Source: an optimization exercise on an open RTL-to-GDS flow (aim: small area, a short achievable clock period and few clock cycles per item). Production flows keep margins and buffers that such runs may drop.
The RTL was checked by simulation tests, not by an equivalence proof against the original design.

==> run a: inputs <==
Design yuv_to_rgb, start of the top module:
module yuv_to_rgb (
	input logic CLOCK_50_I,
	input logic resetn,
	input logic in_valid,
	input logic [SAMPLE_W-1:0] in_y_even,
	input logic [SAMPLE_W-1:0] in_y_odd,
	input logic [SAMPLE_W-1:0] in_u,
	input logic [SAMPLE_W-1:0] in_v,
	output logic busy,
	output logic out_valid,
	output logic [WORD_W-1:0] out_word,
	output logic out_line_end
);
export LEC_CHECK = 0
export CAP_MARGIN = 20
export CORE_MARGIN = 2
export CORE_UTILIZATION = 60
export CTS_CLUSTER_DIAMETER = 100
export CTS_CLUSTER_SIZE = 30
export PLACE_DENSITY = 0.7
export SLEW_MARGIN = 20
create_clock -name core_clock -period 15.0 [get_ports {CLOCK_50_I}]
standard.sh (not shown) runs the stock make flow with config.mk's settings and CLKGATE_MAP_FILE= SYNTH_SCRIPT=/design/flow/synth_recipe.tcl, a recipe that flattens the netlist after the stock synthesis.
==> flow/flow/run.sh <==
#!/bin/bash
set -euo pipefail
R=orfs/results/${FLOW_PLATFORM:-sky130hd}/yuv_to_rgb/base
bash standard.sh synth > make_synth.log 2>&1
python3 flow/polarity.py $R/1_2_yosys.v > polarity.log 2>&1
rm -f $R/1_synth.odb $R/1_synth.sdc
bash standard.sh SETUP_SLACK_MARGIN=11 "BUFFER_PORTS_ARGS=-buffer_cell sky130_fd_sc_hd__buf_1" finish > make_finish.log 2>&1
==> flow/flow/polarity.py <==
#!/usr/bin/env python3
"""Remove inverters around full adders in a mapped sky130 netlist.

A full adder is self-dual: FA(~a, ~b, ~c) = (~cout, ~sum).  Yosys leaves
inverters between adder cells; this script chooses, per fa cell, whether it
computes on the complements of its inputs (and so gives complemented
outputs), to need as few inverters as possible, then rewrites the netlist
with one inverter per net that some load needs complemented.  Only
combinational cells change; every register keeps its name, cell and nets.

usage: polarity.py NETLIST.v   (rewritten in place; the original is kept as
NETLIST.v.orig)
"""
import re, sys, shutil

path = sys.argv[1]
src = open(path).read()

mod_start = src.index("module ")
body_end = src.rindex("endmodule")
cell_re = re.compile(r"^  (sky130_fd_sc_hd__\w+) (\S+)\s+\((.*?)\n  \);\n", re.S | re.M)
pin_re = re.compile(r"\.(\w+)\(([^()]*)\)")

cells = []
for m in cell_re.finditer(src):
    typ, name, body = m.group(1), m.group(2), m.group(3)
    pins = [(p, n.strip()) for p, n in pin_re.findall(body)]
    cells.append({"typ": typ, "name": name, "pins": pins, "span": m.span()})

OUT = {"X", "Y", "Q", "Q_N", "SUM", "COUT", "HI", "LO"}
ports = set()
for m in re.finditer(r"^\s*output\s+(?:\[(\d+):(\d+)\]\s+)?(\S+);", src, re.M):
    if m.group(1):
        for i in range(int(m.group(2)), int(m.group(1)) + 1):
            ports.add(f"{m.group(3)}[{i}]")
    else:
        ports.add(m.group(3))

def is_inv(c):
    return c["typ"].startswith("sky130_fd_sc_hd__inv_")

def is_fa(c):
    return c["typ"].startswith("sky130_fd_sc_hd__fa_")

driver = {}
for c in cells:
    for p, n in c["pins"]:
        if p in OUT:
            driver[n] = (c, p)

# inverters we may remove: output not a port
removable = [c for c in cells if is_inv(c) and dict(c["pins"])["Y"] not in ports]
rem_ids = set(id(c) for c in removable)

def literal(n):
    """(base net, polarity) of net n, looking through removable inverters."""
    pol = 0
    seen = 0
    while n in driver and id(driver[n][0]) in rem_ids and seen < 8:
        n = dict(driver[n][0]["pins"])["A"]
        pol ^= 1
        seen += 1
    return n, pol

fas = [c for c in cells if is_fa(c)]
fa_out = {}   # base net -> fa index (for fa outputs)
for i, c in enumerate(fas):
    for p, n in c["pins"]:
        if p in ("SUM", "COUT"):
            fa_out[n] = i

# loads: every input pin of a kept cell
loads = []    # (cell, pin, base net, pol, fa index of the cell or -1)
fa_index = {id(c): i for i, c in enumerate(fas)}
for c in cells:
    if id(c) in rem_ids:
        continue
    for p, n in c["pins"]:
        if p in OUT or p in ("VPWR", "VGND", "VPB", "VNB"):
            continue
        b, pol = literal(n)
        loads.append((c, p, b, pol, fa_index.get(id(c), -1)))
# nets seen by the port list (outputs driven through removable inverters
# cannot occur: those inverters are kept)

flip = [0] * len(fas)

def need(load):
    """(physical net, inverted?) a load needs under the current flips."""
    c, p, b, pol, fi = load
    inv = pol
    if b in fa_out and flip[fa_out[b]]:
        inv ^= 1
    if fi >= 0 and flip[fi]:
        inv ^= 1
    return b, inv

# nets touched by each fa: its input base nets and its output nets
from collections import defaultdict
loads_of_net = defaultdict(list)
for ld in loads:
    loads_of_net[ld[2]].append(ld)
touch = []
for i, c in enumerate(fas):
    nets = set()
    for p, n in c["pins"]:
        if p in OUT:
            nets.add(n)
        else:
            nets.add(literal(n)[0])
    touch.append(nets)

def net_cost(b):
    return 1 if any(need(ld)[1] for ld in loads_of_net[b]) else 0

def cost_of(nets):
    return sum(net_cost(b) for b in nets)

before = sum(net_cost(b) for b in loads_of_net)

def descend(order):
    rounds = 0
    changed = True
    while changed and rounds < 50:
        changed = False
        rounds += 1
        for i in order:
            c0 = cost_of(touch[i])
            flip[i] ^= 1
            c1 = cost_of(touch[i])
            if c1 < c0:
                changed = True
            else:
                flip[i] ^= 1
    return sum(net_cost(b) for b in loads_of_net)

import random
rng = random.Random(1)
best = None
for attempt in range(200):
    order = list(range(len(fas)))
    if attempt:
        rng.shuffle(order)
        for i in range(len(fas)):
            flip[i] = rng.randrange(2) if attempt % 2 else 0
    else:
        for i in range(len(fas)):
            flip[i] = 0
    cost = descend(order)
    if best is None or cost < best[0]:
        best = (cost, list(flip))
flip[:] = best[1]
after = best[0]
print(f"inverters before {len(removable)} (needed nets {before}), after {after}; "
      f"{sum(flip)} of {len(fas)} adders flipped")

# ---------------------------------------------------------------- rewrite
def fmt(n):
    return n + " " if n.startswith("\\") else n

newnet = {}
decl = []
def fresh(prefix):
    k = len(decl)
    n = f"_pol{prefix}{k}_"
    decl.append(n)
    return n

phys = {}     # fa output base net -> physical net when flipped
for i, c in enumerate(fas):
    if flip[i]:
        for p, n in c["pins"]:
            if p in ("SUM", "COUT"):
                phys[n] = fresh("o")

invnet = {}   # physical net -> its complement's net
new_cells = []
def complement(pn):
    if pn not in invnet:
        y = fresh("i")
        invnet[pn] = y
        new_cells.append(f"  sky130_fd_sc_hd__inv_1 _polinv{len(new_cells)}_ (\n    .A({fmt(pn)}),\n    .Y({y})\n  );\n")
    return invnet[pn]

pinmap = {}   # (id(cell), pin) -> net
for ld in loads:
    c, p, b, pol, fi = ld
    pb, inv = need(ld)
    pn = phys.get(pb, pb)
    pinmap[(id(c), p)] = complement(pn) if inv else pn
for i, c in enumerate(fas):
    if flip[i]:
        for p, n in c["pins"]:
            if p in ("SUM", "COUT"):
                pinmap[(id(c), p)] = phys[n]

# a flipped adder's original output net may be a port or feed nothing else:
# a port net must still be driven, by an inverter from the physical net
for i, c in enumerate(fas):
    if flip[i]:
        for p, n in c["pins"]:
            if p in ("SUM", "COUT") and n in ports:
                new_cells.append(f"  sky130_fd_sc_hd__inv_1 _polinv{len(new_cells)}_ (\n    .A({phys[n]}),\n    .Y({fmt(n)})\n  );\n")

out = []
pos = 0
for c in cells:
    s, e = c["span"]
    out.append(src[pos:s])
    pos = e
    if id(c) in rem_ids:
        continue
    lines = [f"  {c['typ']} {fmt(c['name'])} ("]
    pl = []
    for p, n in c["pins"]:
        pl.append(f"    .{p}({fmt(pinmap.get((id(c), p), n))})")
    lines.append(",\n".join(pl))
    lines.append("  );\n")
    out.append("\n".join(lines))
rest = src[pos:]
k = rest.rindex("endmodule")
out.append(rest[:k])
out.extend(new_cells)
out.append(rest[k:])
text = "".join(out)
# declare the new nets after the module header's port list
hdr_end = text.index(";", text.index("module ")) + 1
text = text[:hdr_end] + "\n" + "".join(f"  wire {n};\n" for n in decl) + text[hdr_end:]
shutil.copy(path, path + ".orig")
open(path, "w").write(text)
print(f"wrote {path}: {len(new_cells)} inverters")
==> inputs of run b, as changes to run a <==
==> flow/flow/run.sh (replaced) <==
#!/bin/bash
set -euo pipefail
R=orfs/results/${FLOW_PLATFORM:-sky130hd}/yuv_to_rgb/base
bash standard.sh synth > make_synth.log 2>&1
python3 flow/polarity.py $R/1_2_yosys.v > polarity.log 2>&1
rm -f $R/1_synth.odb $R/1_synth.sdc
bash standard.sh SETUP_SLACK_MARGIN=11.2 "BUFFER_PORTS_ARGS=-buffer_cell sky130_fd_sc_hd__buf_1" finish > make_finish.log 2>&1
--- a/flow/flow/polarity.py
+++ b/flow/flow/polarity.py
@@ -177,9 +177,7 @@
 new_cells = []
 def complement(pn):
     if pn not in invnet:
-        y = fresh("i")
-        invnet[pn] = y
-        new_cells.append(f"  sky130_fd_sc_hd__inv_1 _polinv{len(new_cells)}_ (\n    .A({fmt(pn)}),\n    .Y({y})\n  );\n")
+        invnet[pn] = fresh("i")
     return invnet[pn]
 
 pinmap = {}   # (id(cell), pin) -> net
@@ -202,6 +200,30 @@
             if p in ("SUM", "COUT") and n in ports:
                 new_cells.append(f"  sky130_fd_sc_hd__inv_1 _polinv{len(new_cells)}_ (\n    .A({phys[n]}),\n    .Y({fmt(n)})\n  );\n")
 
+# A half adder on two complemented inputs is an xor2 and a nor2 on the
+# uncomplemented ones: HA(~a, ~b) = (a ^ b, ~(a | b)).
+uncomp = {y: pn for pn, y in invnet.items()}
+gates = {}    # id(ha cell) -> replacement text
+for c in cells:
+    if id(c) in rem_ids or not c["typ"].startswith("sky130_fd_sc_hd__ha_"):
+        continue
+    a = pinmap.get((id(c), "A"), dict(c["pins"])["A"])
+    b = pinmap.get((id(c), "B"), dict(c["pins"])["B"])
+    if a in uncomp and b in uncomp:
+        pa, pb = uncomp[a], uncomp[b]
+        pins = dict(c["pins"])
+        so = pinmap.get((id(c), "SUM"), pins["SUM"])
+        co = pinmap.get((id(c), "COUT"), pins["COUT"])
+        pinmap[(id(c), "A")] = pa
+        pinmap[(id(c), "B")] = pb
+        gates[id(c)] = (f"  sky130_fd_sc_hd__xor2_1 _polx{len(gates)}_ (\n    .A({fmt(pa)}),\n    .B({fmt(pb)}),\n    .X({fmt(so)})\n  );\n"
+                        f"  sky130_fd_sc_hd__nor2_1 _poln{len(gates)}_ (\n    .A({fmt(pa)}),\n    .B({fmt(pb)}),\n    .Y({fmt(co)})\n  );\n")
+used = set(pinmap.values())
+for pn, y in invnet.items():
+    if y in used:
+        new_cells.append(f"  sky130_fd_sc_hd__inv_1 _polinv{len(new_cells)}_ (\n    .A({fmt(pn)}),\n    .Y({y})\n  );\n")
+print(f"{len(gates)} half adders on complemented inputs became xor2 + nor2")
+
 out = []
 pos = 0
 for c in cells:
@@ -209,6 +231,9 @@
     out.append(src[pos:s])
     pos = e
     if id(c) in rem_ids:
+        continue
+    if id(c) in gates:
+        out.append(gates[id(c)])
         continue
     lines = [f"  {c['typ']} {fmt(c['name'])} ("]
     pl = []
@@ -228,4 +253,4 @@
 text = text[:hdr_end] + "\n" + "".join(f"  wire {n};\n" for n in decl) + text[hdr_end:]
 shutil.copy(path, path + ".orig")
 open(path, "w").write(text)
-print(f"wrote {path}: {len(new_cells)} inverters")
+print(f"wrote {path}: {sum(1 for x in new_cells if 'inv_1' in x)} inverters")
==> inputs of run c, as changes to run a <==
==> flow/flow/run.sh (replaced) <==
#!/bin/bash
set -euo pipefail
R=orfs/results/${FLOW_PLATFORM:-sky130hd}/yuv_to_rgb/base
bash standard.sh synth > make_synth.log 2>&1
python3 flow/polarity.py $R/1_2_yosys.v > polarity.log 2>&1
rm -f $R/1_synth.odb $R/1_synth.sdc
bash standard.sh SETUP_SLACK_MARGIN=11 "CTS_ARGS=-sink_clustering_enable -repair_clock_nets -sink_clustering_size 30 -sink_clustering_max_diameter 100 -dont_use_dummy_load" "BUFFER_PORTS_ARGS=-buffer_cell sky130_fd_sc_hd__buf_1" finish > make_finish.log 2>&1
--- a/flow/flow/polarity.py
+++ b/flow/flow/polarity.py
@@ -177,9 +177,7 @@
 new_cells = []
 def complement(pn):
     if pn not in invnet:
-        y = fresh("i")
-        invnet[pn] = y
-        new_cells.append(f"  sky130_fd_sc_hd__inv_1 _polinv{len(new_cells)}_ (\n    .A({fmt(pn)}),\n    .Y({y})\n  );\n")
+        invnet[pn] = fresh("i")
     return invnet[pn]
 
 pinmap = {}   # (id(cell), pin) -> net
@@ -202,6 +200,30 @@
             if p in ("SUM", "COUT") and n in ports:
                 new_cells.append(f"  sky130_fd_sc_hd__inv_1 _polinv{len(new_cells)}_ (\n    .A({phys[n]}),\n    .Y({fmt(n)})\n  );\n")
 
+# A half adder on two complemented inputs is an xor2 and a nor2 on the
+# uncomplemented ones: HA(~a, ~b) = (a ^ b, ~(a | b)).
+uncomp = {y: pn for pn, y in invnet.items()}
+gates = {}    # id(ha cell) -> replacement text
+for c in cells:
+    if id(c) in rem_ids or not c["typ"].startswith("sky130_fd_sc_hd__ha_"):
+        continue
+    a = pinmap.get((id(c), "A"), dict(c["pins"])["A"])
+    b = pinmap.get((id(c), "B"), dict(c["pins"])["B"])
+    if a in uncomp and b in uncomp:
+        pa, pb = uncomp[a], uncomp[b]
+        pins = dict(c["pins"])
+        so = pinmap.get((id(c), "SUM"), pins["SUM"])
+        co = pinmap.get((id(c), "COUT"), pins["COUT"])
+        pinmap[(id(c), "A")] = pa
+        pinmap[(id(c), "B")] = pb
+        gates[id(c)] = (f"  sky130_fd_sc_hd__xor2_1 _polx{len(gates)}_ (\n    .A({fmt(pa)}),\n    .B({fmt(pb)}),\n    .X({fmt(so)})\n  );\n"
+                        f"  sky130_fd_sc_hd__nor2_1 _poln{len(gates)}_ (\n    .A({fmt(pa)}),\n    .B({fmt(pb)}),\n    .Y({fmt(co)})\n  );\n")
+used = set(pinmap.values())
+for pn, y in invnet.items():
+    if y in used:
+        new_cells.append(f"  sky130_fd_sc_hd__inv_1 _polinv{len(new_cells)}_ (\n    .A({fmt(pn)}),\n    .Y({y})\n  );\n")
+print(f"{len(gates)} half adders on complemented inputs became xor2 + nor2")
+
 out = []
 pos = 0
 for c in cells:
@@ -209,6 +231,9 @@
     out.append(src[pos:s])
     pos = e
     if id(c) in rem_ids:
+        continue
+    if id(c) in gates:
+        out.append(gates[id(c)])
         continue
     lines = [f"  {c['typ']} {fmt(c['name'])} ("]
     pl = []
@@ -228,4 +253,4 @@
 text = text[:hdr_end] + "\n" + "".join(f"  wire {n};\n" for n in decl) + text[hdr_end:]
 shutil.copy(path, path + ".orig")
 open(path, "w").write(text)
-print(f"wrote {path}: {len(new_cells)} inverters")
+print(f"wrote {path}: {sum(1 for x in new_cells if 'inv_1' in x)} inverters")
- CORE_UTILIZATION: 60 -> 65
- PLACE_DENSITY: 0.7 -> 0.75
==> results.sh <==
export IMPL_status="no timing/DRC/antenna violations"
export IMPL_globalRouteMet2Util_pct=38.7
export IMPL_cts_resized=34
export IMPL_design_core_area_um2=28700
export IMPL_cp_slowest_cell="dfxtp_2"
export IMPL_track_usage_pct=24.4
export IMPL_final_cell_mix="fa_1 (252), inv_1 (170), dfxtp_1 (161), edfxtp_1 (160), nand2_1 (104)"
export IMPL_setup_slack_ns=11.04
export IMPL_clk_latency_ns=0.53
the above is filed under run c

==> results.sh <==
export IMPL_clk_latency_ns=0.52
export IMPL_design_core_area_um2=31400
export IMPL_track_usage_pct=22.3
export IMPL_design_seq_count=359
export IMPL_drcViolationCount=0
export IMPL_status="no timing/DRC/antenna violations"
export IMPL_setup_slack_ns=11.04
export IMPL_cts_resized=33
the above is filed under run a

==> results.sh <==
export IMPL_status="no timing/DRC/antenna violations"
export IMPL_cp_slowest_cell="dfxtp_4"
export IMPL_design_core_area_um2=31300
export IMPL_setup_slack_ns=10.98
export IMPL_clk_latency_ns=0.52
the above is filed under run b

Testbench counts of run a, summed over its fixed seeds: cycles 15,496, items 5,120.
Testbench counts of run b, summed over its fixed seeds: cycles 15,496, items 5,120.
Testbench counts of run c, summed over its fixed seeds: cycles 15,496, items 5,120.

[afterwards: timing with drivers on the ports]
Ports are ideal in the flow. The routed layouts listed here were re-timed in OpenROAD.
Step 1 sets driving cells, clkbuf_16 on the clock port and buf_2 on the other inputs (assumed; they add their load-dependent delay and slew).
Step 2 times the ports against the registers' clock, not the clock port: input delays grow and output delays shrink by t, the midpoint of the rising clock arrivals with the driver on.
a / b / c = ideal / step 1 / step 2; a / b = the first two.
run	t (ns)	setup slack, ns	worst hold slack (ns)	worst register clock-pin slew, ns
run a	0.556	11.038 / 10.988 / 10.555	0.351 / 0.351 / 0.351	0.11 / 0.11
run b	0.556	10.982 / 10.931 / 10.694	0.345 / 0.345 / 0.345	0.11 / 0.11
run c	0.539	11.038 / 10.987 / 10.579	0.321 / 0.321 / 0.321	0.11 / 0.11
After both steps setup and hold are still met in every run listed. For run a, which loses most, drivers alone change the setup slack by -0.050 ns; drivers and shift together by -0.483 ns.
